Background: an optimization exercise with open tools, aiming at small area, a short achievable clock period and few clock cycles per item. Do not read the settings as production practice. The RTL was checked by simulation tests, not by an equivalence proof against the original design. Power figures rest on the tool's default switching activity, not on a simulated workload.

==> module input_port, before the edit <==
module input_port (
  input  logic              clk,
  input  logic              reset,
  input  logic              in_valid,
  input  flit_pkg::flit_t   in_flit,
  output logic              in_ready,
  output router_pkg::req_t  req,
  output logic [4-1:0] hop_dec,
  input  logic              accept
);
  router_pkg::port_e route;
  always_comb begin
    route    = router_pkg::PORT_NIC;
    if (in_flit.hop_x != '0) begin
      route = in_flit.x_dir ? router_pkg::PORT_LEFT : router_pkg::PORT_RIGHT;
    end else if (in_flit.hop_y != '0) begin
      route = in_flit.y_dir ? router_pkg::PORT_DOWN : router_pkg::PORT_UP;
    end
  end
  assign req.dest = in_valid ? router_pkg::port_bit(route) : '0;
  assign req.flit = in_flit;
  always_ff @(posedge clk) begin
    hop_dec <= ((in_flit.hop_x != '0) ? in_flit.hop_x : in_flit.hop_y) - 1'b1;
  end
  assign in_ready = accept;
endmodule
==> module output_port, before the edit <==
module output_port #(
  parameter int PORT = 0
) (
  input  logic                  clk,
  input  logic                  reset,
  input  logic                  polarity,
  input  logic [5-1:0] prio,
  input  logic [5-1:0] req_valid,
  input  logic [5*64-1:0] req_flit,
  input  logic [5*4-1:0] req_dec,
  output logic [5-1:0] grant,
  output logic                  out_valid,
  output flit_pkg::flit_t       out_flit,
  input  logic                  out_ready
);
  localparam int N = 5;
  logic [N-1:0] cand;
  logic [N-1:0] beats [N];
  logic [N-1:0] pick;
  flit_pkg::flit_t adj_flit;
  logic [N*64-1:0] adj_all;
  always_comb begin
    for (int i = 0; i < N; i++) begin
      cand[i] = req_valid[i] && !grant[i]
             && (req_flit[64*i + 64 - 1] == polarity);
    end
  end
  always_comb begin
    for (int i = 0; i < N; i++) begin
      for (int j = 0; j < N; j++) begin
        beats[i][j] = 1'b0;
        for (int k = 0; k < N; k++) begin
          if (prio[k] && (((j - k + N) % N) < ((i - k + N) % N))) begin
            beats[i][j] = 1'b1;
          end
        end
      end
    end
  end
  always_comb begin
    for (int i = 0; i < N; i++) begin
      pick[i] = cand[i] && !(|(cand & beats[i]));
    end
  end
  always_ff @(posedge clk or posedge reset) begin
    if (reset) begin
      grant <= '0;
    end else if (!(out_valid && !out_ready)) begin
      grant <= pick;
    end
  end
  assign out_valid = |grant;
  always_comb begin
    for (int i = 0; i < N; i++) begin
      adj_flit = req_flit[64*i +: 64];
      case (PORT)
        0: begin
          adj_flit.hop_x = '0;
          adj_flit.y_dir = 1'b0;
          adj_flit.hop_y = req_dec[4*i +: 4];
        end
        1: begin
          adj_flit.hop_x = '0;
          adj_flit.y_dir = 1'b1;
          adj_flit.hop_y = req_dec[4*i +: 4];
        end
        2: begin
          adj_flit.x_dir = 1'b1;
          adj_flit.hop_x = req_dec[4*i +: 4];
        end
        3: begin
          adj_flit.x_dir = 1'b0;
          adj_flit.hop_x = req_dec[4*i +: 4];
        end
        default: begin
          adj_flit.hop_x = '0;
          adj_flit.hop_y = '0;
        end
      endcase
      adj_all[64*i +: 64] = adj_flit;
    end
  end
  always_comb begin
    out_flit = '0;
    for (int i = 0; i < N; i++) begin
      if (grant[i]) begin
        out_flit = out_flit | adj_all[64*i +: 64];
      end
    end
    case (PORT)
      1: out_flit.y_dir = 1'b1;
      2: out_flit.x_dir = 1'b1;
      default: ;
    endcase
  end
endmodule
==> module mesh_router, before the edit <==
module mesh_router (
  input  logic                          clk,
  input  logic                          reset,
  input  logic [5-1:0]         in_valid,
  input  logic [5*64-1:0] in_flit,
  output logic [5-1:0]         in_ready,
  output logic [5-1:0]         out_valid,
  output logic [5*64-1:0] out_flit,
  input  logic [5-1:0]         out_ready,
  output logic                          polarity_to_nic
);
  localparam int N = 5;
  logic                  polarity;
  logic [N-1:0]          prio;
  logic [N*N-1:0]        req_dest;
  logic [N*64-1:0]  req_flit;
  logic [N*4-1:0]   req_dec;
  logic [N*N-1:0]        req_col;
  logic [N*N-1:0]        grant;
  logic [N-1:0]          accept;
  always_ff @(posedge clk or posedge reset) begin
    if (reset) begin
      polarity <= 1'b0;
      prio     <= {{(N - 1){1'b0}}, 1'b1};
    end else begin
      polarity <= ~polarity;
      prio     <= {prio[N-2:0], prio[N-1]};
    end
  end
  assign polarity_to_nic = polarity;
  for (genvar p = 0; p < N; p++) begin : g_port
    router_pkg::req_t req_p;
    input_port i_in (
      .clk      (clk),
      .reset    (reset),
      .in_valid (in_valid[p]),
      .in_flit  (in_flit[64*p +: 64]),
      .in_ready (in_ready[p]),
      .req      (req_p),
      .hop_dec  (req_dec[4*p +: 4]),
      .accept   (accept[p])
    );
    assign req_dest[N*p +: N]           = req_p.dest;
    assign req_flit[64*p +: 64] = req_p.flit;
    for (genvar i = 0; i < N; i++) begin : g_col
      assign req_col[N*p + i] = req_dest[N*i + p];
    end
    output_port #(.PORT(p)) i_out (
      .clk       (clk),
      .reset     (reset),
      .polarity  (polarity),
      .prio      ({prio[N-2:0], prio[N-1]}),
      .req_valid (req_col[N*p +: N]),
      .req_flit  (req_flit),
      .req_dec   (req_dec),
      .grant     (grant[N*p +: N]),
      .out_valid (out_valid[p]),
      .out_flit  (out_flit[64*p +: 64]),
      .out_ready (out_ready[p])
    );
  end
  always_comb begin
    accept = '0;
    for (int p = 0; p < N; p++) begin
      accept = accept | (out_ready[p] ? grant[N*p +: N] : '0);
    end
  end
endmodule
==> flow/config.mk <==
export PLATFORM = sky130hd
export DESIGN_NAME = mesh_router
export DESIGN_NICKNAME = mesh_router
export VERILOG_FILES = /design/flow/design.v
export SDC_FILE = /design/flow/constraint.sdc
export NUM_CORES = 4
export LEC_CHECK = 0
export CAP_MARGIN = 20
export CELL_PAD_IN_SITES_DETAIL_PLACEMENT = 2
export CELL_PAD_IN_SITES_GLOBAL_PLACEMENT = 2
export CORE_AREA = 2 2 258 258
export DIE_AREA = 0 0 260 260
export PLACE_DENSITY = 0.4
export SETUP_SLACK_MARGIN = 2.3
export SLEW_MARGIN = 20
==> flow/constraint.sdc <==
create_clock -name core_clock -period 5.5 [get_ports {clk}]
set_input_delay 1.1000 -clock core_clock [delete_from_list [all_inputs] [get_ports {clk}]]
set_output_delay 1.1000 -clock core_clock [all_outputs]
set_load 0.01 [all_outputs]
standard.sh (not shown) runs the stock make flow with config.mk's settings and CLKGATE_MAP_FILE= SYNTH_SCRIPT=/design/flow/synth_recipe.tcl, a recipe that flattens the netlist after the stock synthesis.
==> flow/flow/run.sh <==
#!/bin/bash
# Standard layout, with plain buf_1 cells as the port buffers and the flit
# pins grouped by bit along the die edge
export BUFFER_PORTS_ARGS="-buffer_cell sky130_fd_sc_hd__buf_1"
export PRE_IO_PLACEMENT_TCL="$(pwd)/flow/io.tcl"
export PLACE_PINS_ARGS="-min_distance 1.2"
bash standard.sh > standard_flow.log 2>&1
==> flow/flow/io.tcl <==
# Bit-sliced pin placement: bit b of every input and output flit shares one
# stretch of the die edge, so each bit of the crossbar stays local
set die [ord::get_die_area]
set w [expr {[lindex $die 2] - [lindex $die 0]}]
set h [expr {[lindex $die 3] - [lindex $die 1]}]
set edges [list bottom $w right $h top $w left $h]
set per_edge 16
set b 0
foreach {edge len} $edges {
  set seg [expr {($len - 8.0) / $per_edge}]
  for {set k 0} {$k < $per_edge} {incr k} {
    set names {}
    for {set p 0} {$p < 5} {incr p} {
      set i [expr {64 * $p + $b}]
      foreach port [list in_flit\[$i\] out_flit\[$i\]] {
        if {[llength [get_ports -quiet $port]]} { lappend names $port }
      }
    }
    set lo [expr {4.0 + $k * $seg}]
    set hi [expr {$lo + $seg}]
    set_io_pin_constraint -pin_names $names -region $edge:[format %.2f $lo]-[format %.2f $hi]
    incr b
  }
}
Testbench counts at the start, summed over its fixed seeds: cycles 9,340, flits 16,000.
==> next run, changes <==
--- a/flow/design.v
+++ b/flow/design.v
@@ -76,5 +76,4 @@
   output logic              in_ready,
   output router_pkg::req_t  req,
-  output logic [4-1:0] hop_dec,
   input  logic              accept
 );
@@ -90,7 +89,4 @@
   assign req.dest = in_valid ? router_pkg::port_bit(route) : '0;
   assign req.flit = in_flit;
-  always_ff @(posedge clk) begin
-    hop_dec <= ((in_flit.hop_x != '0) ? in_flit.hop_x : in_flit.hop_y) - 1'b1;
-  end
   assign in_ready = accept;
 endmodule
@@ -105,5 +101,4 @@
   input  logic [5-1:0] req_valid,
   input  logic [5*64-1:0] req_flit,
-  input  logic [5*4-1:0] req_dec,
   output logic [5-1:0] grant,
   output logic                  out_valid,
@@ -117,4 +112,6 @@
   flit_pkg::flit_t adj_flit;
   logic [N*64-1:0] adj_all;
+  logic [4-1:0]    pick_hop;
+  logic [4-1:0]    hop_q;
   always_comb begin
     for (int i = 0; i < N; i++) begin
@@ -142,10 +139,27 @@
   always_ff @(posedge clk or posedge reset) begin
     if (reset) begin
-      grant <= '0;
+      grant     <= '0;
+      out_valid <= 1'b0;
     end else if (!(out_valid && !out_ready)) begin
-      grant <= pick;
-    end
-  end
-  assign out_valid = |grant;
+      grant     <= pick;
+      out_valid <= |pick;
+    end
+  end
+  always_comb begin
+    logic [4-1:0] h;
+    pick_hop = '0;
+    for (int i = 0; i < N; i++) begin
+      h = (PORT == 0 || PORT == 1) ? req_flit[64*i + 48 +: 4]
+                                   : req_flit[64*i + 48 + 4 +: 4];
+      if (pick[i]) begin
+        pick_hop = pick_hop | (h - 1'b1);
+      end
+    end
+  end
+  always_ff @(posedge clk) begin
+    if (!(out_valid && !out_ready)) begin
+      hop_q <= pick_hop;
+    end
+  end
   always_comb begin
     for (int i = 0; i < N; i++) begin
@@ -155,18 +169,14 @@
           adj_flit.hop_x = '0;
           adj_flit.y_dir = 1'b0;
-          adj_flit.hop_y = req_dec[4*i +: 4];
         end
         1: begin
           adj_flit.hop_x = '0;
           adj_flit.y_dir = 1'b1;
-          adj_flit.hop_y = req_dec[4*i +: 4];
         end
         2: begin
           adj_flit.x_dir = 1'b1;
-          adj_flit.hop_x = req_dec[4*i +: 4];
         end
         3: begin
           adj_flit.x_dir = 1'b0;
-          adj_flit.hop_x = req_dec[4*i +: 4];
         end
         default: begin
@@ -186,6 +196,6 @@
     end
     case (PORT)
-      1: out_flit.y_dir = 1'b1;
-      2: out_flit.x_dir = 1'b1;
+      0, 1: out_flit.hop_y = hop_q;
+      2, 3: out_flit.hop_x = hop_q;
       default: ;
     endcase
@@ -209,5 +219,4 @@
   logic [N*N-1:0]        req_dest;
   logic [N*64-1:0]  req_flit;
-  logic [N*4-1:0]   req_dec;
   logic [N*N-1:0]        req_col;
   logic [N*N-1:0]        grant;
@@ -232,5 +241,4 @@
       .in_ready (in_ready[p]),
       .req      (req_p),
-      .hop_dec  (req_dec[4*p +: 4]),
       .accept   (accept[p])
     );
@@ -247,5 +255,4 @@
       .req_valid (req_col[N*p +: N]),
       .req_flit  (req_flit),
-      .req_dec   (req_dec),
       .grant     (grant[N*p +: N]),
       .out_valid (out_valid[p]),
=> The changed run ran to the end with no violations; utilization is higher by 1.7 points; synthesized area is higher by 3.7%; maximum frequency is lower by 3.0%; total power is lower by 13%; design area is higher by 7.4%; clock skew is higher by 0.0054 ns; critical path depth is higher by 9; global-route usage is lower by 0.52 points; wire length is lower by 0.69%; setup slack degrades by 0.098 ns; sequential share of layout area is higher by 0.68 points; final cell count is higher by 2.9%.
Testbench counts after the change, summed over its fixed seeds: cycles 9,340, flits 16,000.

-- static timing again, ports no longer ideal --
The results above use ideal ports. As a check the final layouts listed here were re-extracted and re-timed, cells and wires unchanged.
Step 1 sets driving cells, clkbuf_16 on the clock port and buf_2 on the other inputs (assumed; they add their load-dependent delay and slew).
Step 2 moves the port delays by t, midway between the first and last clock arrival at a register: inputs arrive t later, outputs are due t later. That takes back most of the time a late clock gives input paths.
Three values: no drivers, after step 1, after step 2; two values: the first two.
run	shift t [ns]	setup WS [ns]	clock arrival spread, ns
the first run	0.361	2.319 / 2.268 / 2.047	0.009 / 0.009
the second run	0.361	2.221 / 2.209 / 1.863	0.019 / 0.020
After both steps every run listed still meets setup and hold. The setup slack of the second run, which loses most, moves by -0.012 ns with the drivers and by -0.358 ns with both steps.
